Context: an optimization exercise on an open-source flow, tuned for small area, a short achievable clock period and few clock cycles. The choices shown serve that exercise and are no tape-out recipe. At most, simulation tests tie the RTL to the original design; equivalence was not proved. Power is estimated from default activity; no workload was simulated.

// bp_unit
module bp_unit (
    input  logic                           clk,
    input  logic                           rst,
    input  logic                           pred_req,
    input  logic [bp_pkg::PC_W-1:0]        pred_pc,
    output logic                           pred_ack,
    output logic                           pred_taken,
    output logic [bp_pkg::PHT_INDEX_W-1:0] pred_index,
    input  logic                           res_req,
    input  bp_pkg::br_kind_t               res_kind,
    input  logic [bp_pkg::PHT_INDEX_W-1:0] res_index,
    input  logic                           res_taken,
    input  logic                           res_mispred,
    output logic                           res_ack,
    output logic [bp_pkg::STAT_W-1:0]      br_total,
    output logic [bp_pkg::STAT_W-1:0]      br_missed,
    output logic [bp_pkg::STAT_W-1:0]      jal_total,
    output logic [bp_pkg::STAT_W-1:0]      jal_missed,
    output logic [bp_pkg::STAT_W-1:0]      jalr_total,
    output logic [bp_pkg::STAT_W-1:0]      jalr_missed
);
==> module bp_index_stage, before the edit <==
module bp_index_stage (
    input  logic                           clk,
    input  logic                           rst,
    input  logic                           pred_req,
    input  logic [bp_pkg::PC_W-1:0]        pred_pc,
    input  logic [bp_pkg::PHT_INDEX_W-1:0] ghr,
    input  logic [bp_pkg::PHT_SIZE-1:0]    tk_bits,
    output logic                           pred_ack,
    output logic                           pred_taken,
    output logic [bp_pkg::PHT_INDEX_W-1:0] pred_index
);
    logic                   req_q;
    logic [PHT_INDEX_W-1:0] index;
    logic [3:0]             cand;
    logic [3:0]             sel;
    assign index = pred_pc[PHT_INDEX_W+1:2] ^ ghr;
    always_ff @(posedge clk) begin
        if (rst) begin
            req_q <= 1'b0;
        end else begin
            req_q <= pred_req;
        end
    end
    assign pred_ack = pred_req & req_q;
    always_ff @(posedge clk) begin
        pred_index <= index;
        for (int q = 0; q < 4; q++) begin
            cand[q] <= tk_bits[{q[1:0], index[PHT_INDEX_W-3:0]}];
            sel[q]  <= (index[PHT_INDEX_W-1:PHT_INDEX_W-2] == q[1:0]);
        end
    end
    assign pred_taken = |(cand & sel);
endmodule
==> module pht_table, before the edit <==
module pht_table (
    input  logic                           clk,
    input  logic                           rst,
    input  logic [bp_pkg::PHT_INDEX_W-1:0] res_index,
    input  logic                           upd_en,
    input  logic [bp_pkg::PHT_INDEX_W-1:0] upd_index,
    input  logic                           upd_taken,
    output logic [bp_pkg::PHT_SIZE-1:0]    tk_bits
);
    logic [CTR_W-1:0] ctrs [PHT_SIZE];
    logic [CTR_W-1:0] cand [4];
    logic [CTR_W-1:0] old;
    logic [CTR_W-1:0] wdata;
    logic [7:0]       we_hi;
    logic [15:0]      we_lo;
    always_comb begin
        for (int i = 0; i < PHT_SIZE; i++) begin
            tk_bits[i] = ctrs[i][CTR_W-1];
        end
    end
    always_ff @(posedge clk) begin
        for (int q = 0; q < 4; q++) begin
            cand[q] <= ctrs[{q[1:0], res_index[PHT_INDEX_W-3:0]}];
        end
    end
    assign old = cand[upd_index[PHT_INDEX_W-1:PHT_INDEX_W-2]];
    assign wdata[1] = ~rst & ((old[1] & old[0]) | (upd_taken & (old[1] | old[0])));
    assign wdata[0] =  rst | ((old[1] & ~old[0]) | (upd_taken & (old[1] | ~old[0])));
    always_comb begin
        for (int j = 0; j < 8; j++) begin
            we_hi[j] = rst | (upd_en & (upd_index[6:4] == j[2:0]));
        end
        for (int k = 0; k < 16; k++) begin
            we_lo[k] = rst | (upd_index[3:0] == k[3:0]);
        end
    end
    always_ff @(posedge clk) begin
        for (int i = 0; i < PHT_SIZE; i++) begin
            if (we_hi[i/16] & we_lo[i%16]) begin
                ctrs[i] <= wdata;
            end
        end
    end
endmodule
==> flow/config.mk <==
export PLATFORM = sky130hd
export DESIGN_NAME = bp_unit
export DESIGN_NICKNAME = bp_unit
export VERILOG_FILES = /design/flow/design.v
export SDC_FILE = /design/flow/constraint.sdc
export NUM_CORES = 4
export LEC_CHECK = 0
export ABC_CLOCK_PERIOD_IN_PS = 2500
export CAP_MARGIN = 20
export CORE_MARGIN = 2
export CORE_UTILIZATION = 40
export CTS_BUF_LIST = sky130_fd_sc_hd__clkbuf_8
export CTS_CLUSTER_SIZE = 30
export SETUP_SLACK_MARGIN = 2.6
export SLEW_MARGIN = 20
==> flow/constraint.sdc <==
create_clock -name core_clock -period 5.0 [get_ports {clk}]
set_input_delay 1.0000 -clock core_clock [delete_from_list [all_inputs] [get_ports {clk}]]
set_output_delay 1.0000 -clock core_clock [all_outputs]
set_load 0.01 [all_outputs]
run.sh (not shown) runs the stock make flow with config.mk's settings and CLKGATE_MAP_FILE= SYNTH_SCRIPT=/design/flow/synth_recipe.tcl, a recipe that flattens the netlist after the stock synthesis.
The baseline ran to the end with no violations.
Edit:
--- a/flow/design.v
+++ b/flow/design.v
@@ -32,12 +32,12 @@
     output logic                           pred_ack,
     output logic                           pred_taken,
     output logic [bp_pkg::PHT_INDEX_W-1:0] pred_index
 );
+    localparam int HALF = PHT_SIZE / 2;
     logic                   req_q;
     logic [PHT_INDEX_W-1:0] index;
-    logic [3:0]             cand;
-    logic [3:0]             sel;
+    logic [1:0]             cand;
     assign index = pred_pc[PHT_INDEX_W+1:2] ^ ghr;
     always_ff @(posedge clk) begin
         if (rst) begin
             req_q <= 1'b0;
@@ -47,14 +47,12 @@
     end
     assign pred_ack = pred_req & req_q;
     always_ff @(posedge clk) begin
         pred_index <= index;
-        for (int q = 0; q < 4; q++) begin
-            cand[q] <= tk_bits[{q[1:0], index[PHT_INDEX_W-3:0]}];
-            sel[q]  <= (index[PHT_INDEX_W-1:PHT_INDEX_W-2] == q[1:0]);
-        end
-    end
-    assign pred_taken = |(cand & sel);
+        cand[0]    <= tk_bits[{1'b0, index[PHT_INDEX_W-2:0]}];
+        cand[1]    <= tk_bits[{1'b1, index[PHT_INDEX_W-2:0]}];
+    end
+    assign pred_taken = pred_index[PHT_INDEX_W-1] ? cand[1] : cand[0];
 endmodule
 `default_nettype wire
 `timescale 1ns/1ps
 `default_nettype none
@@ -67,10 +65,12 @@
     input  logic [bp_pkg::PHT_INDEX_W-1:0] upd_index,
     input  logic                           upd_taken,
     output logic [bp_pkg::PHT_SIZE-1:0]    tk_bits
 );
+    localparam int HALF = PHT_SIZE / 2;
     logic [CTR_W-1:0] ctrs [PHT_SIZE];
-    logic [CTR_W-1:0] cand [4];
+    logic [CTR_W-1:0] cand_lo;
+    logic [CTR_W-1:0] cand_hi;
     logic [CTR_W-1:0] old;
     logic [CTR_W-1:0] wdata;
     logic [7:0]       we_hi;
     logic [15:0]      we_lo;
@@ -79,13 +79,12 @@
             tk_bits[i] = ctrs[i][CTR_W-1];
         end
     end
     always_ff @(posedge clk) begin
-        for (int q = 0; q < 4; q++) begin
-            cand[q] <= ctrs[{q[1:0], res_index[PHT_INDEX_W-3:0]}];
-        end
-    end
-    assign old = cand[upd_index[PHT_INDEX_W-1:PHT_INDEX_W-2]];
+        cand_lo <= ctrs[{1'b0, res_index[PHT_INDEX_W-2:0]}];
+        cand_hi <= ctrs[{1'b1, res_index[PHT_INDEX_W-2:0]}];
+    end
+    assign old = upd_index[PHT_INDEX_W-1] ? cand_hi : cand_lo;
     assign wdata[1] = ~rst & ((old[1] & old[0]) | (upd_taken & (old[1] | old[0])));
     assign wdata[0] =  rst | ((old[1] & ~old[0]) | (upd_taken & (old[1] | ~old[0])));
     always_comb begin
         for (int j = 0; j < 8; j++) begin
After rerunning: The new run passed the timing, DRC and antenna checks; design area went up slightly; sequential power went down by a few percent; synthesized area went up slightly; global-route usage went up by 0.62 points; first-iteration DRC count went up slightly; die area went up slightly; register-to-register slack gets worse by 0.07 ns; core utilization went up by 0.47 points.
Testbench counts after the change, summed over its fixed seeds: cycles 60,000.
Only the layout flow was run in the first run of this note; the RTL was not checked for function there.

-- what the ideal ports hide --
The results above use ideal ports. As a check the final layouts listed here were re-extracted and re-timed, cells and wires unchanged. Step 1 assumes that a clkbuf_16 drives the clock port and a buf_2 every other input. Step 2, shift: input delay + t, output delay - t, t = (earliest + latest rising clock arrival at the registers) / 2. This alone moves slack from input paths to output paths. a / b / c = ideal / step 1 / step 2; a / b = the first two.
run | shift t [ns] | setup WS [ns] | latest minus earliest clock arrival (ns) | slew at the worst register clock pin (ns)
the first run | 0.649 | 2.526 / 2.552 / 1.904 | 0.053 / 0.053 | 0.06 / 0.06
the second run | 0.693 | 2.565 / 2.503 / 1.810 | 0.032 / 0.032 | 0.07 / 0.07
After both steps every run listed still meets setup and hold. The setup slack of the second run, which loses most, moves by -0.062 ns with the drivers and by -0.755 ns with both steps.
